Source: an optimization exercise on an open RTL-to-GDS flow (aim: small area). Production flows keep margins and buffers that such runs may drop.
RTL that was checked went through simulation tests only; none was proved equivalent to the original.
No functional check of the RTL was part of run 1.
No activity file was given, so power comes from the tool's default toggle rates.

### config.mk
export PLATFORM = sky130hd
export DESIGN_NAME = moving_average_deviation_detector_unit
export DESIGN_NICKNAME = moving_average_deviation_detector_unit
export VERILOG_FILES = /design/flow/design.v
export SDC_FILE = /design/flow/constraint.sdc
export NUM_CORES = 4
export LEC_CHECK = 0
export CAP_MARGIN = 20
export CORE_MARGIN = 2
export CORE_UTILIZATION = 60
export CTS_BUF_LIST = sky130_fd_sc_hd__clkbuf_8
export CTS_CLUSTER_SIZE = 30
export GPL_TIMING_DRIVEN = 0
export SLEW_MARGIN = 20
### constraint.sdc
create_clock -name core_clock -period 4.5 [get_ports {clk_i}]
set_input_delay 0.9000 -clock core_clock [delete_from_list [all_inputs] [get_ports {clk_i}]]
set_output_delay 0.9000 -clock core_clock [all_outputs]
set_load 0.01 [all_outputs]
### design.v
package madd_pkg;
  localparam int WinLen    = 16;
  localparam int WinLog    = $clog2(WinLen);
  localparam int SmpW      = 16;
  localparam int SumW      = SmpW + WinLog;
  localparam int DevW      = SumW + 1;
  localparam int ThrW      = 15;
  localparam int HoldW     = 8;
  localparam int LimW      = ThrW + WinLog;
  localparam int CfgIdxW   = 1;
  localparam int CfgDataW  = 15;
  localparam int EvtW      = 2;
  localparam int OutTdataW = 8;
  localparam logic [ThrW-1:0]  ThrRst  = ThrW'(768);
  localparam logic [HoldW-1:0] HoldRst = HoldW'(30);
  typedef enum logic [CfgIdxW-1:0] {
    CfgThreshold = 1'b0,
    CfgHoldoff   = 1'b1
  } cfg_idx_e;
  typedef enum logic [EvtW-1:0] {
    EvtNone    = 2'd0,
    EvtBump    = 2'd1,
    EvtPothole = 2'd2
  } evt_e;
  typedef struct packed {
    logic                   vld;
    logic signed [SmpW-1:0] data;
  } cell_t;
endpackage
module madd_cell (
  input  logic                        clk_i,
  input  logic                        en_i,
  input  logic [madd_pkg::SmpW-1:0]   d_i,
  output logic [madd_pkg::SmpW-1:0]   q_o
);
  always_ff @(posedge clk_i) begin
    if (en_i) begin
      q_o <= d_i;
    end
  end
endmodule
module madd_eval (
  input  logic [madd_pkg::SmpW-1:0]  smp_i,
  input  logic [madd_pkg::SumW-1:0]  sum_i,
  input  logic [madd_pkg::ThrW-1:0]  thr_i,
  output logic                       hit_pos_o,
  output logic                       hit_neg_o
);
  logic [madd_pkg::SmpW-1:0] x;
  logic [madd_pkg::SumW-1:0] r;
  logic [madd_pkg::ThrW-1:0] t;
  logic [21:0] f_pos, f_neg;
  logic nc1;
  logic nc10;
  logic nc11;
  logic nc12;
  logic nc13;
  logic nc14;
  logic nc15;
  logic nc16;
  logic nc17;
  logic nc18;
  logic nc19;
  logic nc2;
  logic nc3;
  logic nc4;
  logic nc5;
  logic nc6;
  logic nc7;
  logic nc8;
  logic nc9;
  logic ns1;
  logic ns10;
  logic ns11;
  logic ns12;
  logic ns13;
  logic ns14;
  logic ns15;
  logic ns16;
  logic ns17;
  logic ns18;
  logic ns19;
  logic ns2;
  logic ns3;
  logic ns4;
  logic ns5;
  logic ns6;
  logic ns7;
  logic ns8;
  logic ns9;
  logic pc0;
  logic pc1;
  logic pc10;
  logic pc11;
  logic pc12;
  logic pc13;
  logic pc14;
  logic pc15;
  logic pc16;
  logic pc17;
  logic pc18;
  logic pc19;
  logic pc2;
  logic pc3;
  logic pc4;
  logic pc5;
  logic pc6;
  logic pc7;
  logic pc8;
  logic pc9;
  logic ps0;
  logic ps1;
  logic ps10;
  logic ps11;
  logic ps12;
  logic ps13;
  logic ps14;
  logic ps15;
  logic ps16;
  logic ps17;
  logic ps18;
  logic ps19;
  logic ps2;
  logic ps3;
  logic ps4;
  logic ps5;
  logic ps6;
  logic ps7;
  logic ps8;
  logic ps9;
  logic wc0;
  logic wc1;
  logic wc10;
  logic wc11;
  logic wc12;
  logic wc13;
  logic wc14;
  logic wc15;
  logic wc16;
  logic wc17;
  logic wc18;
  logic wc19;
  logic wc2;
  logic wc3;
  logic wc4;
  logic wc5;
  logic wc6;
  logic wc7;
  logic wc8;
  logic wc9;
  logic ws0;
  logic ws1;
  logic ws10;
  logic ws11;
  logic ws12;
  logic ws13;
  logic ws14;
  logic ws15;
  logic ws16;
  logic ws17;
  logic ws18;
  logic ws19;
  logic ws2;
  logic ws3;
  logic ws4;
  logic ws5;
  logic ws6;
  logic ws7;
  logic ws8;
  logic ws9;
  assign x = smp_i;
  assign r = sum_i;
  assign t = thr_i;
  assign ws0 = ~x[0] ^ ~r[0];
  assign wc0 = ~x[0] & ~r[0];
  assign ws1 = ~x[1] ^ ~r[1] ^ 1'b1;
  assign wc1 = (~x[1] & ~r[1]) | (~x[1] & 1'b1) | (~r[1] & 1'b1);
  assign ws2 = ~x[2] ^ ~r[2];
  assign wc2 = ~x[2] & ~r[2];
  assign ws3 = ~x[3] ^ ~r[3];
  assign wc3 = ~x[3] & ~r[3];
  assign ws4 = x[0] ^ ~x[4] ^ ~r[4];
  assign wc4 = (x[0] & ~x[4]) | (x[0] & ~r[4]) | (~x[4] & ~r[4]);
  assign ws5 = x[1] ^ ~x[5] ^ ~r[5];
  assign wc5 = (x[1] & ~x[5]) | (x[1] & ~r[5]) | (~x[5] & ~r[5]);
  assign ws6 = x[2] ^ ~x[6] ^ ~r[6];
  assign wc6 = (x[2] & ~x[6]) | (x[2] & ~r[6]) | (~x[6] & ~r[6]);
  assign ws7 = x[3] ^ ~x[7] ^ ~r[7];
  assign wc7 = (x[3] & ~x[7]) | (x[3] & ~r[7]) | (~x[7] & ~r[7]);
  assign ws8 = x[4] ^ ~x[8] ^ ~r[8];
  assign wc8 = (x[4] & ~x[8]) | (x[4] & ~r[8]) | (~x[8] & ~r[8]);
  assign ws9 = x[5] ^ ~x[9] ^ ~r[9];
  assign wc9 = (x[5] & ~x[9]) | (x[5] & ~r[9]) | (~x[9] & ~r[9]);
  assign ws10 = x[6] ^ ~x[10] ^ ~r[10];
  assign wc10 = (x[6] & ~x[10]) | (x[6] & ~r[10]) | (~x[10] & ~r[10]);
  assign ws11 = x[7] ^ ~x[11] ^ ~r[11];
  assign wc11 = (x[7] & ~x[11]) | (x[7] & ~r[11]) | (~x[11] & ~r[11]);
  assign ws12 = x[8] ^ ~x[12] ^ ~r[12];
  assign wc12 = (x[8] & ~x[12]) | (x[8] & ~r[12]) | (~x[12] & ~r[12]);
  assign ws13 = x[9] ^ ~x[13] ^ ~r[13];
  assign wc13 = (x[9] & ~x[13]) | (x[9] & ~r[13]) | (~x[13] & ~r[13]);
  assign ws14 = x[10] ^ ~x[14] ^ ~r[14];
  assign wc14 = (x[10] & ~x[14]) | (x[10] & ~r[14]) | (~x[14] & ~r[14]);
  assign ws15 = x[11] ^ ~x[15] ^ ~r[15];
  assign wc15 = (x[11] & ~x[15]) | (x[11] & ~r[15]) | (~x[15] & ~r[15]);
  assign ws16 = x[12] ^ ~x[15] ^ ~r[16];
  assign wc16 = (x[12] & ~x[15]) | (x[12] & ~r[16]) | (~x[15] & ~r[16]);
  assign ws17 = x[13] ^ ~x[15] ^ ~r[17];
  assign wc17 = (x[13] & ~x[15]) | (x[13] & ~r[17]) | (~x[15] & ~r[17]);
  assign ws18 = x[14] ^ ~x[15] ^ ~r[18];
  assign wc18 = (x[14] & ~x[15]) | (x[14] & ~r[18]) | (~x[15] & ~r[18]);
  assign ws19 = ~x[15] ^ x[15] ^ r[19];
  assign wc19 = (~x[15] & x[15]) | (~x[15] & r[19]) | (x[15] & r[19]);
  assign ps0 = ws0 ^ 1'b1;
  assign pc0 = ws0 & 1'b1;
  assign ps1 = wc0 ^ ws1 ^ 1'b1;
  assign pc1 = (wc0 & ws1) | (wc0 & 1'b1) | (ws1 & 1'b1);
  assign ps2 = wc1 ^ ws2 ^ 1'b1;
  assign pc2 = (wc1 & ws2) | (wc1 & 1'b1) | (ws2 & 1'b1);
  assign ps3 = wc2 ^ ws3 ^ 1'b1;
  assign pc3 = (wc2 & ws3) | (wc2 & 1'b1) | (ws3 & 1'b1);
  assign ps4 = wc3 ^ ws4 ^ ~t[0];
  assign pc4 = (wc3 & ws4) | (wc3 & ~t[0]) | (ws4 & ~t[0]);
  assign ps5 = wc4 ^ ws5 ^ ~t[1];
  assign pc5 = (wc4 & ws5) | (wc4 & ~t[1]) | (ws5 & ~t[1]);
  assign ps6 = wc5 ^ ws6 ^ ~t[2];
  assign pc6 = (wc5 & ws6) | (wc5 & ~t[2]) | (ws6 & ~t[2]);
  assign ps7 = wc6 ^ ws7 ^ ~t[3];
  assign pc7 = (wc6 & ws7) | (wc6 & ~t[3]) | (ws7 & ~t[3]);
  assign ps8 = wc7 ^ ws8 ^ ~t[4];
  assign pc8 = (wc7 & ws8) | (wc7 & ~t[4]) | (ws8 & ~t[4]);
  assign ps9 = wc8 ^ ws9 ^ ~t[5];
  assign pc9 = (wc8 & ws9) | (wc8 & ~t[5]) | (ws9 & ~t[5]);
  assign ps10 = wc9 ^ ws10 ^ ~t[6];
  assign pc10 = (wc9 & ws10) | (wc9 & ~t[6]) | (ws10 & ~t[6]);
  assign ps11 = wc10 ^ ws11 ^ ~t[7];
  assign pc11 = (wc10 & ws11) | (wc10 & ~t[7]) | (ws11 & ~t[7]);
  assign ps12 = wc11 ^ ws12 ^ ~t[8];
  assign pc12 = (wc11 & ws12) | (wc11 & ~t[8]) | (ws12 & ~t[8]);
  assign ps13 = wc12 ^ ws13 ^ ~t[9];
  assign pc13 = (wc12 & ws13) | (wc12 & ~t[9]) | (ws13 & ~t[9]);
  assign ps14 = wc13 ^ ws14 ^ ~t[10];
  assign pc14 = (wc13 & ws14) | (wc13 & ~t[10]) | (ws14 & ~t[10]);
  assign ps15 = wc14 ^ ws15 ^ ~t[11];
  assign pc15 = (wc14 & ws15) | (wc14 & ~t[11]) | (ws15 & ~t[11]);
  assign ps16 = wc15 ^ ws16 ^ ~t[12];
  assign pc16 = (wc15 & ws16) | (wc15 & ~t[12]) | (ws16 & ~t[12]);
  assign ps17 = wc16 ^ ws17 ^ ~t[13];
  assign pc17 = (wc16 & ws17) | (wc16 & ~t[13]) | (ws17 & ~t[13]);
  assign ps18 = wc17 ^ ws18 ^ ~t[14];
  assign pc18 = (wc17 & ws18) | (wc17 & ~t[14]) | (ws18 & ~t[14]);
  assign ps19 = wc18 ^ ws19;
  assign pc19 = wc18 & ws19;
  assign f_pos = {1'b1, pc19, pc18, pc17, pc16, pc15, pc14, pc13, pc12, pc11, pc10, pc9, pc8, pc7, pc6, pc5, pc4, pc3, pc2, pc1, pc0, ps0}
                 + {1'b0, wc19, ps19, ps18, ps17, ps16, ps15, ps14, ps13, ps12, ps11, ps10, ps9, ps8, ps7, ps6, ps5, ps4, ps3, ps2, ps1, 1'b0};
  assign ns1 = wc0 ^ ws1;
  assign nc1 = wc0 & ws1;
  assign ns2 = wc1 ^ ws2;
  assign nc2 = wc1 & ws2;
  assign ns3 = wc2 ^ ws3;
  assign nc3 = wc2 & ws3;
  assign ns4 = wc3 ^ ws4 ^ t[0];
  assign nc4 = (wc3 & ws4) | (wc3 & t[0]) | (ws4 & t[0]);
  assign ns5 = wc4 ^ ws5 ^ t[1];
  assign nc5 = (wc4 & ws5) | (wc4 & t[1]) | (ws5 & t[1]);
  assign ns6 = wc5 ^ ws6 ^ t[2];
  assign nc6 = (wc5 & ws6) | (wc5 & t[2]) | (ws6 & t[2]);
  assign ns7 = wc6 ^ ws7 ^ t[3];
  assign nc7 = (wc6 & ws7) | (wc6 & t[3]) | (ws7 & t[3]);
  assign ns8 = wc7 ^ ws8 ^ t[4];
  assign nc8 = (wc7 & ws8) | (wc7 & t[4]) | (ws8 & t[4]);
  assign ns9 = wc8 ^ ws9 ^ t[5];
  assign nc9 = (wc8 & ws9) | (wc8 & t[5]) | (ws9 & t[5]);
  assign ns10 = wc9 ^ ws10 ^ t[6];
  assign nc10 = (wc9 & ws10) | (wc9 & t[6]) | (ws10 & t[6]);
  assign ns11 = wc10 ^ ws11 ^ t[7];
  assign nc11 = (wc10 & ws11) | (wc10 & t[7]) | (ws11 & t[7]);
  assign ns12 = wc11 ^ ws12 ^ t[8];
  assign nc12 = (wc11 & ws12) | (wc11 & t[8]) | (ws12 & t[8]);
  assign ns13 = wc12 ^ ws13 ^ t[9];
  assign nc13 = (wc12 & ws13) | (wc12 & t[9]) | (ws13 & t[9]);
  assign ns14 = wc13 ^ ws14 ^ t[10];
  assign nc14 = (wc13 & ws14) | (wc13 & t[10]) | (ws14 & t[10]);
  assign ns15 = wc14 ^ ws15 ^ t[11];
  assign nc15 = (wc14 & ws15) | (wc14 & t[11]) | (ws15 & t[11]);
  assign ns16 = wc15 ^ ws16 ^ t[12];
  assign nc16 = (wc15 & ws16) | (wc15 & t[12]) | (ws16 & t[12]);
  assign ns17 = wc16 ^ ws17 ^ t[13];
  assign nc17 = (wc16 & ws17) | (wc16 & t[13]) | (ws17 & t[13]);
  assign ns18 = wc17 ^ ws18 ^ t[14];
  assign nc18 = (wc17 & ws18) | (wc17 & t[14]) | (ws18 & t[14]);
  assign ns19 = wc18 ^ ws19 ^ 1'b1;
  assign nc19 = (wc18 & ws19) | (wc18 & 1'b1) | (ws19 & 1'b1);
  assign f_neg = {1'b1, nc19, nc18, nc17, nc16, nc15, nc14, nc13, nc12, nc11, nc10, nc9, nc8, nc7, nc6, nc5, nc4, nc3, nc2, nc1, ns1, ws0}
                 + {1'b0, wc19, ns19, ns18, ns17, ns16, ns15, ns14, ns13, ns12, ns11, ns10, ns9, ns8, ns7, ns6, ns5, ns4, ns3, ns2, 1'b0, 1'b0};
  assign hit_pos_o = !f_pos[21];
  assign hit_neg_o = f_neg[21];
endmodule
module moving_average_deviation_detector_unit (
  input  logic                               clk_i,
  input  logic                               rst_ni,
  input  logic                               cfg_we_i,
  input  logic [madd_pkg::CfgIdxW-1:0]       cfg_idx_i,
  input  logic [madd_pkg::CfgDataW-1:0]      cfg_wdata_i,
  input  logic                               s_axis_tvalid,
  output logic                               s_axis_tready,
  input  logic [madd_pkg::SmpW-1:0]          s_axis_tdata,   
  output logic                               m_axis_tvalid,
  input  logic                               m_axis_tready,
  output logic [madd_pkg::OutTdataW-1:0]     m_axis_tdata    
);
  localparam int WinLen = madd_pkg::WinLen;
  localparam int SumW   = madd_pkg::SumW;
  localparam int SmpW   = madd_pkg::SmpW;
  localparam int HoldW  = madd_pkg::HoldW;
  logic [madd_pkg::ThrW-1:0] thr_q;
  logic [HoldW-1:0]          hold_len_q;
  always_ff @(posedge clk_i or negedge rst_ni) begin
    if (!rst_ni) begin
      thr_q      <= madd_pkg::ThrRst;
      hold_len_q <= madd_pkg::HoldRst;
    end else if (cfg_we_i) begin
      if (cfg_idx_i == madd_pkg::CfgHoldoff) begin
        hold_len_q <= cfg_wdata_i[HoldW-1:0];
      end else begin
        thr_q <= cfg_wdata_i[madd_pkg::ThrW-1:0];
      end
    end
  end
  logic ovld_q;
  logic accept;
  assign s_axis_tready = !ovld_q || m_axis_tready;
  assign accept        = s_axis_tvalid && s_axis_tready;
  logic [SmpW-1:0] win [WinLen];
  assign win[0] = s_axis_tdata;
  for (genvar k = 0; k < WinLen - 1; k++) begin : g_cell
    madd_cell u_cell (
      .clk_i (clk_i),
      .en_i  (accept),
      .d_i   (win[k]),
      .q_o   (win[k+1])
    );
  end
  logic            fill_q;
  logic [SumW-1:0] sum_q, smp_ext, out_ext;
  logic [SmpW-1:0] smp_in, smp_out;
  assign smp_in  = accept ? s_axis_tdata : '0;
  assign smp_out = (accept && fill_q) ? win[WinLen-1] : '0;
  assign smp_ext = {{(SumW-SmpW){smp_in[SmpW-1]}}, smp_in};
  assign out_ext = {{(SumW-SmpW){smp_out[SmpW-1]}}, smp_out};
  always_ff @(posedge clk_i or negedge rst_ni) begin
    if (!rst_ni) begin
      sum_q <= '0;
    end else begin
      sum_q <= sum_q + smp_ext - out_ext;
    end
  end
  logic hit_pos, hit_neg;
  madd_eval u_eval (
    .smp_i     (s_axis_tdata),
    .sum_i     (sum_q),
    .thr_i     (thr_q),
    .hit_pos_o (hit_pos),
    .hit_neg_o (hit_neg)
  );
  logic [HoldW-1:0] hold_q, hold_cur;
  logic             hold_dirty_q, evt_pos_q, evt_neg_q, blank;
  assign hold_cur = (hold_dirty_q && (evt_pos_q || evt_neg_q)) ? hold_len_q : hold_q;
  assign blank    = hold_cur != '0;
  always_ff @(posedge clk_i or negedge rst_ni) begin
    if (!rst_ni) begin
      hold_q       <= HoldW'(WinLen - 1);
      hold_dirty_q <= 1'b0;
      fill_q       <= 1'b0;
      ovld_q       <= 1'b0;
    end else begin
      hold_q       <= hold_cur;
      hold_dirty_q <= accept;
      if (accept) begin
        if (blank) begin
          hold_q <= hold_cur - 1'b1;
        end
        if (hold_cur == HoldW'(1)) begin
          fill_q <= 1'b1;
        end
      end
      ovld_q <= accept || (ovld_q && !m_axis_tready);
    end
  end
  always_ff @(posedge clk_i) begin
    if (accept) begin
      evt_pos_q <= hit_pos && !blank;
      evt_neg_q <= hit_neg && !blank;
    end
  end
  assign m_axis_tvalid = ovld_q;
  assign m_axis_tdata  = madd_pkg::OutTdataW'({evt_neg_q, evt_pos_q});
endmodule
### run.sh
#!/bin/bash
# synth_recipe.tcl (not shown) runs the flow's synth.tcl, then flattens the netlist and writes it again
# the make line also repeats each setting of config.mk as NAME=value (left out here)
make -C /OpenROAD-flow-scripts/flow DESIGN_CONFIG=/design/flow/config.mk WORK_HOME=/design/flow/orfs CLKGATE_MAP_FILE= SYNTH_SCRIPT=/design/flow/synth_recipe.tcl finish
==> results_dict.tcl, run 1 <==
set metrics [dict create \
    seq_area_sq_um 8630 \
    cp.arrival_ns 4.81 \
    grt_max_degree 127 \
    synth_top_cells_by_area "edfxtp_1 55%, fa_1 9.7%, dfrtp_1 8.3%, ha_1 6.8%, inv_1 4.8%" \
    hold_viol_final 0 \
    cp_max_fo 13 \
    fp.dieH_um 153 \
    drv_slew 0 \
    first_pass_iters 4 \
    track_usage_pct 20.9 \
    power_density_nw_per_um2 624 \
    fin_cells 1317 \
    cp-start-kind "primary input" \
    async_reset_ff_share_pct 18.2 \
    yosys.area.top_type "edfxtp_1" \
    ant_nets 0 \
    final.fill_count 1474 \
    syn_area_sq_um 13300 \
    multi_input_area_sq_um 3980 \
    gp_congestion 0.821 \
    layout.nets 1172 \
    period_share_pct 97.6 \
    ioPinCount 47 \
    port_buffers 40 \
    hold_ws_ns 0.330 \
    syn_inst 902 \
    grt_pass1_vias 7458 \
    outcome "finished clean" \
    avgSynthCellArea_sq_um 14.7 \
    ys_seq_area_share_pct 65.0 \
    synth_edf_count 242 \
    clk_pin_slew_ns 0.06 \
    yosysWarnings 4 \
    die_area_sq_um 23300 \
    cts_setup_buffers 0 \
    clockRootBuffer "clkbuf_8" \
    syn2layout_area_growth_pct 13.9 \
    cts_tree "yes" \
    critPathRequiredTime_ns 4.92 \
    p_leak_nw 6.42 \
    synth_common_cells "242 x edfxtp_1, 168 x inv_1, 72 x ha_1, 64 x fa_1, 49 x nand2_1" \
    grt_overflow 0 \
    dp_hpwl_um 14900 \
    core_sq_um 21800 \
    grt_pass1_wl_um 38100 \
    path_class "in -> reg" \
    clock_tree.buffer_depth 3 \
    endpoint_kind "flip-flop" \
    vias 6987 \
    diodes 0 \
    rows 54 \
    drc_errors 0 \
    slew-limit-headroom_pct 36.8 \
    rsz0062_at_grt "yes" \
    place_area_sq_um 14100 \
    fin_area_sq_um 15100 \
    place_inst 1228 \
    initial_core_util_pct 61.0 \
    setup_viol 0 \
    worst_pin_slew_ns 0.947 \
    peakVddDrop_mv 0.340 \
    fin_skew_ns 0.0171 \
    power_mw 9.43 \
    fmax_mhz 228 \
    drive_gt1_share_pct 11.5 \
    holdCritPathClass "in -> async" \
    dieWidth_um 153 \
    htreeDepth 2 \
    clock_sinks 296 \
    synth.most_common_cell "edfxtp_1" \
    ys_seq_elements 296 \
    clkLatencyLatePin_ns 0.56 \
    antenna_found_initial 0 \
    drv_cap 0 \
    routed_via_density 5.31 \
    yosysTopAreaCellShare_pct 54.7 \
    drt_wl_total_um 23100 \
    post_drt_wl_per_cell_um 17.6 \
    drt_iter0_markers 383 \
    yosys.cell_types.count 49 \
    fin_crit_ns 4.39 \
    synth_ff_type "edfxtp_1" \
    cts_made_buffers 47 \
]
## layout make-up
cell class | instances | share of cell area [%]
plain buffers | 20 | 1.03
well taps | 280 | 2.32
clock inverters | 36 | 1.37
repair buffers | 44 | 3.12
clock buffers | 51 | 4.64
flip-flops and latches | 296 | 57.1
multi-input cells | 422 | 26.3
inverters | 168 | 4.17
## kinds of logic after synthesis
family	after synthesis	synth area share, %
buf+inv	189	5.58
other cells	1	0.0283
xor+xnor	23	1.52
simple gates	134	4.97
fa+ha+maj	136	16.4
flops	296	65.0
compound gates	104	4.94
mux	19	1.51
## layer usage
metal	part of all wire, %	GRT usage, %	vias up
li1	-	-	3285
met1	46	30.2	3486
met2	47	33.0	171
met3	4.2	3.41	45
met4	2.2	6.83	0
met5	0	0	-
## path summary, 6_finish.rpt
kind                                                         from                                 to  slack [ns]  cells after the start
worst max-delay path                                m_axis_tready                sum_q[18]$_DFF_PN0_        0.11                     17
worst min-delay path                                       rst_ni                 sum_q[4]$_DFF_PN0_        0.33                      2
worst max register to register                 fill_q$_DFFE_PN0P_                sum_q[17]$_DFF_PN0_        0.50                     12
worst min register to register  g_cell[6].u_cell.q_o[7]$_DFFE_PN_  g_cell[7].u_cell.q_o[7]$_DFFE_PN_        0.41                      0
max in group asynchronous                                  rst_ni                hold_q[1]$_DFF_PN1_        3.86                      2
min in group core_clock         g_cell[6].u_cell.q_o[7]$_DFFE_PN_  g_cell[7].u_cell.q_o[7]$_DFFE_PN_        0.41                      0
## state kept, by name, summed over array words and instances, names as in the netlist
register	count
sum_q	20
hold_len_q	8
ovld_q	1
thr_q	15
evt_pos_q	1
hold_dirty_q	1
hold_q	8
evt_neg_q	1
fill_q	1
g_cell.u_cell.q_o	240
## report_power, final
group,total [mW],internal (mW),switching [mW]
Combinational,3.84,1.68,2.16
Clock,2.16,1.12,1.04
Sequential,3.43,3.32,0.112
## timing repair
item | in CTS | in global routing
gates cloned | 2 | 1
resized for setup | 8 | 12
hold endpoints to repair | 0 | 0
endpoints found under the setup margin | 12 | 5
hold buffers | 0 | 0
## cells in the final DEF (no fill, tap or decap), drive strengths merged, types with 2 or more instances in the layout
cell type      instances
a2111oi                2
a211oi                 5
a21o                  17
a21oi                 27
a31o                   2
a31oi                  5
and2                   3
and3                  17
and4                   2
buf                   14
clkbuf                62
clkdlybuf4s50         36
clkinv                23
conb                   6
dfrtp                 44
dfstp                 10
dlymetal6s2s           3
edfxtp               242
fa                    64
ha                    72
inv                  179
mux2                   8
mux2i                 11
nand2                 49
nand2b                 5
nand3                  9
nand3b                 2
nand4                  7
nor2                  19
nor2b                  6
nor3                  10
o211ai                 2
o21a                   4
o21ai                 32
or3                    3
xnor2                 17
xor2                   6
## critical path, cell delays in order
cell and delay, ns:
clkdlybuf4s50_1 0.46, nand2b_4 0.12, nand2_1 0.12, inv_1 0.14
buf_8 0.21, clkbuf_8 0.23, nand2_1 0.08, fa_1 0.49
inv_1 0.08, fa_1 0.47, a21o_1 0.24, a221oi_4 0.33
or3_1 0.21, a21oi_2 0.09, a31oi_1 0.31, a31oi_1 0.17
xor2_1 0.17
## stage by stage
stage	setup slack (ns)	setup TNS, ns	utilization (%)
floorplan	0.0275	0	-
finish	0.109	0	69.5
CTS	0.00952	0	69.3
global placement	-1.14	-10.91	64.8
detailed placement	-1.28	-12.56	64.9
global route	-0.00611	-0.00611	69.5
==> run 2: changes to the inputs <==
--- a/design.v
+++ b/design.v
@@ -297,4 +297,191 @@
   assign hit_neg_o = f_neg[21];
 endmodule
+module madd_upd (
+  input  logic [madd_pkg::SumW-1:0]  sum_i,
+  input  logic [madd_pkg::SmpW-1:0]  add_i,
+  input  logic [madd_pkg::SmpW-1:0]  sub_i,
+  output logic [madd_pkg::SumW-1:0]  sum_o
+);
+  logic [madd_pkg::SumW-1:0] r, s, c, p, g;
+  logic [madd_pkg::SmpW-1:0] a, b;
+  logic kg0;
+  logic kg1;
+  logic kg10;
+  logic kg11;
+  logic kg12;
+  logic kg13;
+  logic kg14;
+  logic kg15;
+  logic kg16;
+  logic kg17;
+  logic kg18;
+  logic kg19;
+  logic kg2;
+  logic kg20;
+  logic kg21;
+  logic kg22;
+  logic kg23;
+  logic kg24;
+  logic kg25;
+  logic kg26;
+  logic kg27;
+  logic kg28;
+  logic kg29;
+  logic kg3;
+  logic kg30;
+  logic kg31;
+  logic kg32;
+  logic kg4;
+  logic kg5;
+  logic kg6;
+  logic kg7;
+  logic kg8;
+  logic kg9;
+  logic kp0;
+  logic kp1;
+  logic kp10;
+  logic kp11;
+  logic kp12;
+  logic kp13;
+  logic kp14;
+  logic kp15;
+  logic kp16;
+  logic kp17;
+  logic kp18;
+  logic kp19;
+  logic kp2;
+  logic kp20;
+  logic kp21;
+  logic kp22;
+  logic kp23;
+  logic kp24;
+  logic kp25;
+  logic kp26;
+  logic kp27;
+  logic kp28;
+  logic kp29;
+  logic kp3;
+  logic kp30;
+  logic kp31;
+  logic kp32;
+  logic kp4;
+  logic kp5;
+  logic kp6;
+  logic kp7;
+  logic kp8;
+  logic kp9;
+  assign r = sum_i;
+  assign a = add_i;
+  assign b = sub_i;
+  assign s[0] = (r[0] ^ a[0] ^ ~b[0]);
+  assign c[0] = 1'b1;
+  assign s[1] = (r[1] ^ a[1] ^ ~b[1]);
+  assign c[1] = ((r[0] & a[0]) | (r[0] & ~b[0]) | (a[0] & ~b[0]));
+  assign s[2] = (r[2] ^ a[2] ^ ~b[2]);
+  assign c[2] = ((r[1] & a[1]) | (r[1] & ~b[1]) | (a[1] & ~b[1]));
+  assign s[3] = (r[3] ^ a[3] ^ ~b[3]);
+  assign c[3] = ((r[2] & a[2]) | (r[2] & ~b[2]) | (a[2] & ~b[2]));
+  assign s[4] = (r[4] ^ a[4] ^ ~b[4]);
+  assign c[4] = ((r[3] & a[3]) | (r[3] & ~b[3]) | (a[3] & ~b[3]));
+  assign s[5] = (r[5] ^ a[5] ^ ~b[5]);
+  assign c[5] = ((r[4] & a[4]) | (r[4] & ~b[4]) | (a[4] & ~b[4]));
+  assign s[6] = (r[6] ^ a[6] ^ ~b[6]);
+  assign c[6] = ((r[5] & a[5]) | (r[5] & ~b[5]) | (a[5] & ~b[5]));
+  assign s[7] = (r[7] ^ a[7] ^ ~b[7]);
+  assign c[7] = ((r[6] & a[6]) | (r[6] & ~b[6]) | (a[6] & ~b[6]));
+  assign s[8] = (r[8] ^ a[8] ^ ~b[8]);
+  assign c[8] = ((r[7] & a[7]) | (r[7] & ~b[7]) | (a[7] & ~b[7]));
+  assign s[9] = (r[9] ^ a[9] ^ ~b[9]);
+  assign c[9] = ((r[8] & a[8]) | (r[8] & ~b[8]) | (a[8] & ~b[8]));
+  assign s[10] = (r[10] ^ a[10] ^ ~b[10]);
+  assign c[10] = ((r[9] & a[9]) | (r[9] & ~b[9]) | (a[9] & ~b[9]));
+  assign s[11] = (r[11] ^ a[11] ^ ~b[11]);
+  assign c[11] = ((r[10] & a[10]) | (r[10] & ~b[10]) | (a[10] & ~b[10]));
+  assign s[12] = (r[12] ^ a[12] ^ ~b[12]);
+  assign c[12] = ((r[11] & a[11]) | (r[11] & ~b[11]) | (a[11] & ~b[11]));
+  assign s[13] = (r[13] ^ a[13] ^ ~b[13]);
+  assign c[13] = ((r[12] & a[12]) | (r[12] & ~b[12]) | (a[12] & ~b[12]));
+  assign s[14] = (r[14] ^ a[14] ^ ~b[14]);
+  assign c[14] = ((r[13] & a[13]) | (r[13] & ~b[13]) | (a[13] & ~b[13]));
+  assign s[15] = (r[15] ^ ~a[15] ^ b[15]);
+  assign c[15] = ((r[14] & a[14]) | (r[14] & ~b[14]) | (a[14] & ~b[14]));
+  assign s[16] = ~r[16];
+  assign c[16] = ((r[15] & ~a[15]) | (r[15] & b[15]) | (~a[15] & b[15]));
+  assign s[17] = ~r[17];
+  assign c[17] = r[16];
+  assign s[18] = ~r[18];
+  assign c[18] = r[17];
+  assign s[19] = ~r[19];
+  assign c[19] = r[18];
+  assign p = s ^ c;
+  assign g = s & c;
+  assign kg0 = g[1] | (p[1] & g[0]);
+  assign kp0 = p[1] & p[0];
+  assign kg1 = g[3] | (p[3] & g[2]);
+  assign kp1 = p[3] & p[2];
+  assign kg2 = g[5] | (p[5] & g[4]);
+  assign kp2 = p[5] & p[4];
+  assign kg3 = g[7] | (p[7] & g[6]);
+  assign kp3 = p[7] & p[6];
+  assign kg4 = g[9] | (p[9] & g[8]);
+  assign kp4 = p[9] & p[8];
+  assign kg5 = g[11] | (p[11] & g[10]);
+  assign kp5 = p[11] & p[10];
+  assign kg6 = g[13] | (p[13] & g[12]);
+  assign kp6 = p[13] & p[12];
+  assign kg7 = g[15] | (p[15] & g[14]);
+  assign kp7 = p[15] & p[14];
+  assign kg8 = g[17] | (p[17] & g[16]);
+  assign kp8 = p[17] & p[16];
+  assign kg9 = g[19] | (p[19] & g[18]);
+  assign kp9 = p[19] & p[18];
+  assign kg10 = kg1 | (kp1 & kg0);
+  assign kp10 = kp1 & kp0;
+  assign kg11 = kg3 | (kp3 & kg2);
+  assign kp11 = kp3 & kp2;
+  assign kg12 = kg5 | (kp5 & kg4);
+  assign kp12 = kp5 & kp4;
+  assign kg13 = kg7 | (kp7 & kg6);
+  assign kp13 = kp7 & kp6;
+  assign kg14 = kg9 | (kp9 & kg8);
+  assign kp14 = kp9 & kp8;
+  assign kg15 = kg11 | (kp11 & kg10);
+  assign kp15 = kp11 & kp10;
+  assign kg16 = kg13 | (kp13 & kg12);
+  assign kp16 = kp13 & kp12;
+  assign kg17 = kg16 | (kp16 & kg15);
+  assign kp17 = kp16 & kp15;
+  assign kg18 = kg12 | (kp12 & kg15);
+  assign kp18 = kp12 & kp15;
+  assign kg19 = kg14 | (kp14 & kg17);
+  assign kp19 = kp14 & kp17;
+  assign kg20 = kg2 | (kp2 & kg10);
+  assign kp20 = kp2 & kp10;
+  assign kg21 = kg4 | (kp4 & kg15);
+  assign kp21 = kp4 & kp15;
+  assign kg22 = kg6 | (kp6 & kg18);
+  assign kp22 = kp6 & kp18;
+  assign kg23 = kg8 | (kp8 & kg17);
+  assign kp23 = kp8 & kp17;
+  assign kg24 = g[2] | (p[2] & kg0);
+  assign kp24 = p[2] & kp0;
+  assign kg25 = g[4] | (p[4] & kg10);
+  assign kp25 = p[4] & kp10;
+  assign kg26 = g[6] | (p[6] & kg20);
+  assign kp26 = p[6] & kp20;
+  assign kg27 = g[8] | (p[8] & kg15);
+  assign kp27 = p[8] & kp15;
+  assign kg28 = g[10] | (p[10] & kg21);
+  assign kp28 = p[10] & kp21;
+  assign kg29 = g[12] | (p[12] & kg18);
+  assign kp29 = p[12] & kp18;
+  assign kg30 = g[14] | (p[14] & kg22);
+  assign kp30 = p[14] & kp22;
+  assign kg31 = g[16] | (p[16] & kg17);
+  assign kp31 = p[16] & kp17;
+  assign kg32 = g[18] | (p[18] & kg23);
+  assign kp32 = p[18] & kp23;
+  assign sum_o = p ^ {kg32, kg23, kg31, kg17, kg30, kg22, kg29, kg18, kg28, kg21, kg27, kg15, kg26, kg20, kg25, kg10, kg24, kg0, g[0], 1'b0};
+endmodule
 module moving_average_deviation_detector_unit (
   input  logic                               clk_i,
==> run 2 against run 1 <==
Clock power shrank 2%. Combinational power about the same. Power is 0.37% lower. Highest routed layer unchanged. Register-to-register slack gained 0.09 ns. Non-clock buffer count fell by 2.
==> results_dict.tcl, run 2 <==
set metrics [dict create \
    outcome "finished clean" \
    drive_gt1_share_pct 10.9 \
    cp_max_fo 12 \
    reg2reg_depth 14 \
    syn2layout_area_growth_pct 13.1 \
    cp.arrival_ns 4.75 \
    synth_edf_count 242 \
    finalCoreUtilization_pct 68.9 \
    fin_skew_ns 0.0220 \
    power_density_nw_per_um2 629 \
    synth.most_common_cell "edfxtp_1" \
    period_share_pct 96.1 \
    rsz0062_at_grt "no" \
    post_drt_wl_per_cell_um 17.7 \
    clock_sinks 296 \
    cp_common_cell "fa_1" \
    cp_slowest_cell "fa_1" \
    drt_iter0_markers 348 \
    grt_pass1_wl_um 37100 \
    power_mw 9.40 \
    finalSetupTns_ns 0 \
    ys_seq_elements 296 \
    layout_commonest_cell "edfxtp_1" \
    hold_ws_ns 0.256 \
    die_area_sq_um 23200 \
    path_class "in -> reg" \
    largest_register "g_cell.u_cell.q_o" \
    avgSynthCellArea_sq_um 15.1 \
    hold_viol_final 0 \
    r2r-start "ovld_q$_DFF_PN0_" \
    first_pass_iters 4 \
    met1_usage_pct 29.2 \
    async_reset_ff_share_pct 18.2 \
    holdCritPathClass "in -> async" \
    rows 54 \
    worst_pin_slew_ns 1.05 \
    grt_max_degree 127 \
    synth_ff_type "edfxtp_1" \
    synth_top_cells_by_area "edfxtp_1 55%, fa_1 9.7%, dfrtp_1 8.3%, ha_1 6.8%, inv_1 4.8%" \
    fmax_mhz 231 \
    final.fill_count 1474 \
    ioPinCount 47 \
    cts_made_buffers 46 \
    core_sq_um 21700 \
    clkLatencyLatePin_ns 0.57 \
    use_met3_pct 3.90 \
    drc_errors 0 \
    r2r_setup_slack_ns 0.59 \
    drv_slew 0 \
    vias 6749 \
    cts_setup_buffers 0 \
    ant_nets 0 \
    critical-path-max-stage-delay_ns 0.48 \
    ys_seq_area_share_pct 65.4 \
    port_buffers 40 \
    endpoint_kind "flip-flop" \
    antenna_found_initial 0 \
    ctsHoldBuffers 0 \
    worstReg2RegEnd "sum_q[18]$_DFF_PN0_" \
    largest_register_ffs 240 \
    track_usage_pct 20.5 \
    largest_registers "g_cell.u_cell.q_o (240), sum_q (20), thr_q (15)" \
    yosysWarnings 4 \
    final_cell_mix "242 x edfxtp_1, 177 x inv_1, 72 x ha_1" \
    yosys.area.top_type "edfxtp_1" \
    clk_pin_slew_ns 0.06 \
    yosysTopAreaCellShare_pct 55.0 \
    routed_via_density 5.26 \
    initial_core_util_pct 60.9 \
    grt_pass1_vias 7127 \
    drt_wl_total_um 22700 \
    dp_hpwl_um 14700 \
    cp-start-kind "primary input" \
    top_usage_layer "met2" \
    layout.nets 1145 \
    syn_inst 876 \
    clockRootBuffer "clkbuf_8" \
    peakVddDrop_mv 0.306 \
    grt_use_met2_pct 32.8 \
    diodes 0 \
    fin_crit_ns 4.33 \
    dieWidth_um 152 \
    drv_cap 0 \
    syn_area_sq_um 13200 \
    grt_overflow 0 \
    fp.dieH_um 152 \
    clock_tree.buffer_depth 3 \
    synth_common_cells "242 x edfxtp_1, 168 x inv_1, 72 x ha_1, 64 x fa_1, 44 x dfrtp_1" \
    yosys.cell_types.count 54 \
    critPathRequiredTime_ns 4.93 \
    setup_viol 0 \
    cts_tree "yes" \
    p_leak_nw 6.32 \
    slew-limit-headroom_pct 29.9 \
    path_cells "clkdlybuf4s50_1, nand2b_1, and2_2, clkbuf_8, clkbuf_4, nand2_1, fa_1, inv_1, fa_1, a21o_1, a311oi_2, nor4_2, o31ai_2, a31oi_1, xor2_1" \
    htreeDepth 2 \
    gp_congestion 0.858 \
]
## run 2: cell types whose count changed after synthesis, sizes merged, moves of 4 or more
| cell | before | now |
|---|---|---|
| nor3 | 10 | 4 |
| nand2 | 49 | 41 |
| nor2b | 6 | 1 |
| nand3 | 9 | 3 |
| a21o | 17 | 25 |
| nand4 | 7 | 14 |
| o21ai | 32 | 28 |
## run 2: per-layer routing
metal / wire length (um) / up-vias
li1: - / 3198
met1: 10100 / 3381
met2: 11100 / 131
met3: 1140 / 39
met4: 408 / 0
met5: 0 / -
## run 2: cells by family after synthesis
logic type,after synthesis,share of synthesized area [%]
buffers and inverters,187,5.60
adders and majority gates,136,16.5
and+or+nand+nor,106,4.05
AOI/OAI and AO/OA,108,5.20
xor gates and xnor gates,25,1.66
DFF,296,65.4
muxes,17,1.58
other,1,0.0284
## run 2: critical path: cells and delay by family
family,cells,cell delay (ns)
AO/OA/AOI/OAI,4,1.03
buffers and inverters,4,1.02
adder cells (fa/ha/maj),2,0.95
AND/OR/NAND/NOR,4,0.66
XOR/XNOR,1,0.17
## run 2: cell type report
type                       instances  area [sq um]  share of cell area (%)
multi-input combinational        398          3870                    25.9
clock inverter                    34           225                    1.51
inverter                         168           631                    4.22
timing repair buffer              43           445                    2.98
sequential                       296          8630                    57.8
tap                              280           350                    2.35
buffer                            19           145                   0.972
clock buffer                      46           633                    4.24
## run 2: how the worst max path moves through the flow
stage	from	slack [ns]	endpoint	cells past startpoint
2_1_floorplan	m_axis_tready	0.08	sum_q[18]$_DFF_PN0_	14
3_3_place_gp	m_axis_tready	-1.24	sum_q[18]$_DFF_PN0_	15
3_5_place_dp	m_axis_tready	-1.25	sum_q[18]$_DFF_PN0_	15
4_1_cts	m_axis_tready	0.06	sum_q[18]$_DFF_PN0_	15
5_1_grt	m_axis_tready	0.008	sum_q[18]$_DFF_PN0_	15
6_report	m_axis_tready	0.17	sum_q[18]$_DFF_PN0_	15
## run 2: where the power goes
| part | leakage [nW] | switching (mW) | internal [mW] | total [mW] |
|---|---|---|---|---|
| sequential | 2.93 | 0.115 | 3.33 | 3.45 |
| combinational | 2.91 | 2.16 | 1.67 | 3.83 |
| clock | 0.477 | 1.04 | 1.08 | 2.12 |
## run 2: per-stage QoR
step,instance area (sq um),instances,worst slack [ns]
CTS,14900,1284,0.0588
global placement,14000,1201,-1.24
global route,14900,1284,0.00828
floorplan,13200,881,0.0838
detailed placement,14000,1202,-1.25
finish,14900,1284,0.174
## run 2: timing repair
| action | 4_1_cts | 5_1_grt |
|---|---|---|
| setup endpoints to repair | 13 | 5 |
| gates cloned | 2 | 0 |
| pin swaps | 1 | 0 |
| endpoints found under the hold margin | 0 | 0 |
| resized for setup | 4 | 6 |
==> run 3: changes to the inputs <==
--- a/design.v
+++ b/design.v
@@ -530,15 +530,19 @@
   end
   logic            fill_q;
-  logic [SumW-1:0] sum_q, smp_ext, out_ext;
+  logic [SumW-1:0] sum_q, sum_d;
   logic [SmpW-1:0] smp_in, smp_out;
   assign smp_in  = accept ? s_axis_tdata : '0;
   assign smp_out = (accept && fill_q) ? win[WinLen-1] : '0;
-  assign smp_ext = {{(SumW-SmpW){smp_in[SmpW-1]}}, smp_in};
-  assign out_ext = {{(SumW-SmpW){smp_out[SmpW-1]}}, smp_out};
+  madd_upd u_upd (
+    .sum_i (sum_q),
+    .add_i (smp_in),
+    .sub_i (smp_out),
+    .sum_o (sum_d)
+  );
   always_ff @(posedge clk_i or negedge rst_ni) begin
     if (!rst_ni) begin
       sum_q <= '0;
     end else begin
-      sum_q <= sum_q + smp_ext - out_ext;
+      sum_q <= sum_d;
     end
   end
==> flow/run.sh (new file) <==
#!/bin/bash
# Own layout flow: the standard flow (standard.sh) with the standard
# synthesis unchanged, and these changes to the later steps:
#  - every port gets a buf_1 as its port buffer;
#  - clock tree synthesis uses clkbuf_8, clusters of up to 16 registers within
#    80 um, and inserts no dummy loads.
# Each step's full output goes to a log file of its own in this folder.
set -euo pipefail
bash standard.sh synth > synth.log 2>&1
export BUFFER_PORTS_ARGS="-buffer_cell sky130_fd_sc_hd__buf_1"
export CTS_ARGS="-sink_clustering_enable -repair_clock_nets -dont_use_dummy_load -buf_list sky130_fd_sc_hd__clkbuf_8 -sink_clustering_size 16 -sink_clustering_max_diameter 80"
bash standard.sh floorplan > floorplan.log 2>&1
bash standard.sh place > place.log 2>&1
bash standard.sh cts > cts.log 2>&1
bash standard.sh route > route.log 2>&1
bash standard.sh finish > finish.log 2>&1
==> standard.sh (new file) <==
#!/bin/bash
# synth_recipe.tcl (not shown) runs the flow's synth.tcl, then flattens the netlist and writes it again
# the make line also repeats each setting of config.mk as NAME=value (left out here)
make -C /OpenROAD-flow-scripts/flow DESIGN_CONFIG=/design/flow/config.mk WORK_HOME=/design/flow/orfs CLKGATE_MAP_FILE= SYNTH_SCRIPT=/design/flow/synth_recipe.tcl "${@:-finish}"
--- a/config.mk
+++ b/config.mk
@@ -8,7 +8,5 @@
 export CAP_MARGIN = 20
 export CORE_MARGIN = 2
-export CORE_UTILIZATION = 60
-export CTS_BUF_LIST = sky130_fd_sc_hd__clkbuf_8
-export CTS_CLUSTER_SIZE = 30
+export CORE_UTILIZATION = 75
 export GPL_TIMING_DRIVEN = 0
 export SLEW_MARGIN = 20
removed: run.sh
==> run 3 against run 2 <==
Still clean on timing, DRC and antenna. Sequential share of layout area is 4.4 points higher. Routed wire length is 4.2% higher. Flip-flop and latch count stayed put. Maximum frequency is 1.4% lower. Largest cell class unchanged.
==> results_dict.tcl, run 3 <==
set metrics [dict create \
    holdCritPathClass "reg -> reg" \
    period_share_pct 97.5 \
    die_area_sq_um 18400 \
    fin_crit_ns 4.39 \
    drt_iter0_markers 607 \
    clockRootBuffer "clkbuf_8" \
    yosys.area.top_type "edfxtp_1" \
    rows 48 \
    grt_pass1_vias 7230 \
    largest_registers "g_cell.u_cell.q_o (240), sum_q (20), thr_q (15)" \
    fmax_mhz 228 \
    grt_max_degree 127 \
    path_class "in -> reg" \
    largest_register_ffs 240 \
    timing.final.ws_setup_ns 0.110 \
    worst_pin_slew_ns 0.981 \
    first_pass_iters 5 \
    outcome "finished clean" \
    antenna_found_initial 0 \
    synth.most_common_cell "edfxtp_1" \
    cts_tree "yes" \
    cp-start-kind "primary input" \
    synth_edf_count 242 \
    p_leak_nw 5.74 \
    slew-limit-headroom_pct 34.6 \
    yosysTopAreaCellShare_pct 55.8 \
    peakVddDrop_mv 0.412 \
    port_buffers 40 \
    synth_common_cells "242 x edfxtp_1, 168 x inv_1, 71 x fa_1, 68 x ha_1, 44 x dfrtp_1" \
    clock_tree.buffer_depth 3 \
    vias 6596 \
    async_reset_ff_share_pct 18.2 \
    routed_via_density 5.82 \
    avgSynthCellArea_sq_um 15.5 \
    drt_wl_total_um 23700 \
    cp_max_fo 11 \
    grt_overflow 0 \
    synth_ff_type "edfxtp_1" \
    clkLatencyLatePin_ns 0.56 \
    fp.dieH_um 136 \
    final_cell_mix "242 x edfxtp_1, 168 x inv_1, 70 x fa_1" \
    track_usage_pct 27.4 \
    drc_errors 0 \
    fin_skew_ns 0.0577 \
    critPathRequiredTime_ns 4.95 \
    gp_congestion 0.865 \
    diodes 0 \
    ant_nets 0 \
    ctsHoldBuffers 0 \
    syn_inst 838 \
    cp.arrival_ns 4.84 \
    hold_viol_final 0 \
    clock_sinks 296 \
    finalCoreUtilization_pct 81.1 \
    ys_seq_area_share_pct 66.3 \
    core_sq_um 17100 \
    drv_slew 0 \
    initial_core_util_pct 76.0 \
    dieWidth_um 136 \
    ys_seq_elements 296 \
    endpoint_kind "flip-flop" \
    dp_hpwl_um 16600 \
    grt_pass1_wl_um 37200 \
    syn2layout_area_growth_pct 6.69 \
    ioPinCount 47 \
    power_density_nw_per_um2 589 \
    largest_register "g_cell.u_cell.q_o" \
    clk_pin_slew_ns 0.11 \
    rsz0062_at_grt "no" \
    syn_area_sq_um 13000 \
    synth_top_cells_by_area "edfxtp_1 56%, fa_1 11%, dfrtp_1 8.5%, ha_1 6.5%, inv_1 4.8%" \
    drv_cap 0 \
    setup_viol 0 \
    htreeDepth 1 \
    pre_cts_slack_ns -0.763 \
    cts_resized 0 \
    cts_setup_buffers 0 \
    post_drt_wl_per_cell_um 20.9 \
    layout.nets 1086 \
    drive_gt1_share_pct 8.26 \
    yosysWarnings 4 \
    yosys.cell_types.count 47 \
    layout_commonest_cell "edfxtp_1" \
    cts_made_buffers 22 \
]
## run 3: cell types whose count changed in the layout (fill, tap and decap cells not counted), moves of 10 or more
cell and delta:
a21o_1 -12, clkdlybuf4s50_1 -39, clkbuf_8 -26, clkinv_1 -10
buf_1 +39
## run 3: kinds of logic after synthesis
logic type | Yosys count | synth area share, %
flops | 296 | 66.3
xor+xnor | 16 | 1.08
buf+inv | 186 | 5.61
simple gates | 97 | 3.73
other cells | 1 | 0.0288
compound gates | 85 | 4.30
mux | 18 | 1.48
fa+ha+maj | 139 | 17.5
## run 3: cell type report
type / instances / area (sq um)
Buffer: 17 / 116
Fill cell: 876 / 3230
Sequential cell: 296 / 8630
Tap cell: 225 / 282
Timing Repair Buffer: 43 / 196
Inverter: 169 / 639
Multi-Input combinational cell: 361 / 3720
Clock buffer: 22 / 303
## run 3: path summary, 6_finish.rpt
check | start | to | slack (ns) | cells past startpoint
min reg2reg | g_cell[13].u_cell.q_o[14]$_DFFE_PN_ | g_cell[14].u_cell.q_o[14]$_DFFE_PN_ | 0.37 | 0
max in group asynchronous | rst_ni | hold_q[1]$_DFF_PN1_ | 3.36 | 2
min in group asynchronous | rst_ni | thr_q[10]$_DFFE_PN0P_ | 0.42 | 1
min | g_cell[13].u_cell.q_o[14]$_DFFE_PN_ | g_cell[14].u_cell.q_o[14]$_DFFE_PN_ | 0.37 | 0
max | m_axis_tready | sum_q[18]$_DFF_PN0_ | 0.11 | 16
max reg2reg | ovld_q$_DFF_PN0_ | sum_q[18]$_DFF_PN0_ | 0.23 | 15
## run 3: per-stage QoR
step | hold slack (ns) | area [sq um] | cells | TNS [ns] | power, mW
final | 0.372 | 13900 | 1133 | 0 | 8.17
after detailed placement | 0.405 | 13600 | 1109 | -5.52 | 6.95
after CTS | 0.351 | 13900 | 1132 | 0 | 8.19
after floorplan | 0.400 | 13100 | 843 | 0 | 5.94
after global routing | 0.352 | 13900 | 1133 | 0 | 8.81
after global placement | 0.402 | 13500 | 1108 | -2.28 | 6.51
## run 3: routing by layer
metal  track usage [%]  vias up  part of all wire [%]
met1              36.7     3321                    39
met5                 0        -                     0
met3              5.50       76                   7.1
met4              10.5        0                   3.5
li1                  -     2959                     -
met2              45.3      240                    50
## run 3: worst max-delay path, cell delays in order
cell      delay (ns)
buf_1           0.07
nand2b_4        0.16
nand2_4         0.13
clkinv_4        0.15
clkbuf_1        0.29
and3_1          0.29
fa_1            0.52
inv_1           0.08
fa_2            0.42
a211oi_2        0.31
o211ai_1        0.20
a21o_1          0.27
a31o_2          0.28
o31ai_2         0.23
fa_1            0.47
inv_1           0.07
## run 3: power by group
group	internal, mW	leakage, nW	switching [mW]	total (mW)
clock	0.440	0.158	0.767	1.21
combinational	1.47	2.65	2.04	3.51
sequential	3.32	2.93	0.135	3.45
total	5.23	5.74	2.95	8.17
==> run 4: changes to the inputs <==
--- a/config.mk
+++ b/config.mk
@@ -8,5 +8,7 @@
 export CAP_MARGIN = 20
 export CORE_MARGIN = 2
-export CORE_UTILIZATION = 75
+export CORE_UTILIZATION = 60
+export CTS_BUF_LIST = sky130_fd_sc_hd__clkbuf_8
+export CTS_CLUSTER_SIZE = 30
 export GPL_TIMING_DRIVEN = 0
 export SLEW_MARGIN = 20
==> run 4 against run 3 <==
Still clean on timing, DRC and antenna. Hold slack worse by 0.19 ns. Setup slack better by 0.20 ns. Clock power about the same. Cell area up 0.59%. Via count down 4.4%. Combinational power down 5%. Clock skew up 0.0084 ns. Sequential share of layout area down 0.37 points. Flip-flop and latch count unchanged. Critical endpoint is now sum_q[19]$_DFF_PN0_. Largest cell class unchanged. Largest power group is now registers.
==> results_dict.tcl, run 4 <==
set metrics [dict create \
    diodes 0 \
    syn_inst 838 \
    post_drt_wl_per_cell_um 18.8 \
    layout_commonest_cell "edfxtp_1" \
    cp_max_fo 11 \
    avgSynthCellArea_sq_um 15.5 \
    fmax_mhz 239 \
    clkLatencyLatePin_ns 0.58 \
    first_pass_iters 4 \
    drive_gt1_share_pct 8.36 \
    drt_iter0_markers 384 \
    setup_viol 0 \
    seq_area_sq_um 8630 \
    syn_area_sq_um 13000 \
    fin_skew_ns 0.0662 \
    synth_common_cells "242 x edfxtp_1, 168 x inv_1, 71 x fa_1, 68 x ha_1, 44 x dfrtp_1" \
    critPathRequiredTime_ns 4.95 \
    antenna_found_initial 0 \
    path_class "in -> reg" \
    layout.nets 1087 \
    largest_registers "g_cell.u_cell.q_o (240), sum_q (20), thr_q (15)" \
    cts_setup_buffers 0 \
    peakVddDrop_mv 0.383 \
    drc_errors 0 \
    synth_edf_count 242 \
    p_int_mw 5.18 \
    p_clk_share_pct 15.1 \
    ctsHoldBuffers 0 \
    yosys.area.top_type "edfxtp_1" \
    die_area_sq_um 22900 \
    synth.most_common_cell "edfxtp_1" \
    track_usage_pct 20.2 \
    largest_register_ffs 240 \
    grt_pass1_vias 6594 \
    period_share_pct 93.0 \
    initial_core_util_pct 61.5 \
    clk_pin_slew_ns 0.11 \
    hold_ws_ns 0.183 \
    yosysWarnings 4 \
    fin_area_sq_um 14000 \
    dieWidth_um 151 \
    yosysTopAreaCellShare_pct 55.8 \
    cts_tree "yes" \
    drv_cap 0 \
    p_leak_nw 5.75 \
    grt_max_degree 127 \
    final.fill_count 1463 \
    cp.arrival_ns 4.63 \
    ioPinCount 47 \
    synth_top_cells_by_area "edfxtp_1 56%, fa_1 11%, dfrtp_1 8.5%, ha_1 6.5%, inv_1 4.8%" \
    drt_wl_total_um 22200 \
    htreeDepth 1 \
    rsz0062_at_grt "no" \
    vias 6303 \
    p_sw_share_pct 35.2 \
    clock_sinks 296 \
    place_inst 1160 \
    holdCritPathClass "in -> async" \
    cts_made_buffers 22 \
    routed_via_density 5.32 \
    pwr-share-seq_pct 43.2 \
    hold_viol_final 0 \
    p_sw_mw 2.81 \
    cp-start-kind "primary input" \
    ys_seq_elements 296 \
    outcome "finished clean" \
    core_sq_um 21200 \
    yosys.cell_types.count 47 \
    place_area_sq_um 13600 \
    largest_register "g_cell.u_cell.q_o" \
    synth_ff_type "edfxtp_1" \
    clockRootBuffer "clkbuf_8" \
    ant_nets 0 \
    dp_hpwl_um 15400 \
    slew-limit-headroom_pct 34.7 \
    finalSetupTns_ns 0 \
    grt_pass1_wl_um 34900 \
    fin_cells 1184 \
    async_reset_ff_share_pct 18.2 \
    drv_slew 0 \
    clock_tree.buffer_depth 3 \
    fin_crit_ns 4.18 \
    endpoint_kind "flip-flop" \
    rows 53 \
    multi_input_area_sq_um 3720 \
    worst_pin_slew_ns 0.979 \
    syn2layout_area_growth_pct 7.33 \
    final_cell_mix "242 x edfxtp_1, 168 x inv_1, 70 x fa_1" \
    port_buffers 40 \
    power_density_nw_per_um2 573 \
    combPwrFrac_pct 41.7 \
    ys_seq_area_share_pct 66.3 \
    grt_overflow 0 \
    fp.dieH_um 151 \
    gp_congestion 0.876 \
]
run 4: cell count changes in the layout (fill, tap and decap cells not counted):
| cell | change |
|---|---|
| buf_12 | +1 |
run 4: final timing paths:
path / startpoint / slack (ns) / to / depth (start not counted)
worst max-delay path: m_axis_tready / 0.32 / sum_q[19]$_DFF_PN0_ / 17
worst min-delay path: rst_ni / 0.18 / thr_q[7]$_DFFE_PN0P_ / 1
worst max register to register: ovld_q$_DFF_PN0_ / 0.43 / sum_q[19]$_DFF_PN0_ / 16
worst min register to register: g_cell[7].u_cell.q_o[4]$_DFFE_PN_ / 0.38 / g_cell[8].u_cell.q_o[4]$_DFFE_PN_ / 0
max in group asynchronous: rst_ni / 3.62 / sum_q[7]$_DFF_PN0_ / 3
min in group core_clock: g_cell[7].u_cell.q_o[4]$_DFFE_PN_ / 0.38 / g_cell[8].u_cell.q_o[4]$_DFFE_PN_ / 0
run 4: metal layers:
layer | track usage, % | share of wire (%) | up-vias
li1 | - | - | 2961
met3 | 3.28 | 4.3 | 33
met5 | 0 | 0 | -
met1 | 30.7 | 47 | 3198
met2 | 31.2 | 47 | 111
met4 | 4.58 | 1.7 | 0
run 4: per-stage QoR:
stage               util, %  power, mW  setup slack (ns)
floorplan                 -       5.94            0.0207
global placement       64.3       6.57            -0.634
detailed placement     64.5       6.82            -0.746
CTS                    66.0       8.07             0.185
global route           66.0       8.70             0.154
finish                 66.0       8.00             0.315
run 4: logic make-up after synthesis:
family	count (synthesis)	synth area share, %
compound gates	85	4.30
xor+xnor	16	1.08
fa+ha+maj	139	17.5
buf+inv	186	5.61
flops	296	66.3
mux	18	1.48
other cells	1	0.0288
simple gates	97	3.73
run 4: critical path, stage by stage:
cell,delay (ns)
buf_1,0.07
nand2b_4,0.16
nand2_4,0.12
clkinv_4,0.13
clkbuf_1,0.26
and3_1,0.27
fa_1,0.50
inv_1,0.07
fa_2,0.42
a211oi_2,0.25
o211ai_1,0.15
a21o_1,0.24
a31o_2,0.29
o31ai_2,0.27
fa_1,0.25
xnor2_1,0.14
xnor2_1,0.14
run 4: cell type report:
class	count	share of cell area (%)
multi-input cells	361	26.6
inverters	169	4.58
well taps	275	2.46
flip-flops and latches	296	61.8
repair buffers	44	1.55
plain buffers	17	0.833
clock buffers	22	2.17
run 4: timing repair:
item	in CTS	in global routing
endpoints found under the setup margin	2	1
gates resized for setup	0	0
cloned	1	1
hold endpoints to repair	0	0
run 4: power groups by stage:
stage	Sequential [mW]	Combinational [mW]	Clock, mW
2_1_floorplan	3.46	2.48	0
3_3_place_gp	3.50	3.07	0
3_5_place_dp	3.51	3.31	0
4_1_cts	3.46	3.35	1.26
5_1_grt	3.48	3.86	1.36
6_report	3.46	3.33	1.21

-- afterwards: timing with drivers on the ports --
The flow's constraints put no driver on any port. The routed layouts listed below were extracted and timed again, unchanged, in two steps. Step 1 (the two cells are an assumption about what drives the block):
set clk [get_ports {clk_i}]
set_driving_cell -lib_cell sky130_fd_sc_hd__clkbuf_16 $clk
set_driving_cell -lib_cell sky130_fd_sc_hd__buf_2 [delete_from_list [all_inputs] $clk]
Step 2 times the ports against the registers' clock, not the clock port: input delays grow and output delays shrink by t, the midpoint of the rising clock arrivals with the driver on. Three values: no drivers, after step 1, after step 2; two values: the first two.
| run | shift t [ns] | slack for setup (ns) | clock arrival spread, ns | pins driven straight from the clock port |
|---|---|---|---|---|
| run 1 | 0.595 | 0.109 / 0.120 / -0.475 | 0.024 / 0.024 | 1 |
| run 2 | 0.601 | 0.174 / 0.189 / -0.411 | 0.025 / 0.025 | 1 |
| run 3 | 0.572 | 0.110 / 0.130 / -0.441 | 0.059 / 0.059 | 1 |
| run 4 | 0.584 | 0.315 / 0.333 / -0.251 | 0.073 / 0.074 | 1 |
Met with ideal ports but missed after step 2: setup timing in every run listed. For run 2, which loses most, drivers alone change the setup slack by +0.015 ns; drivers and shift together by -0.585 ns.
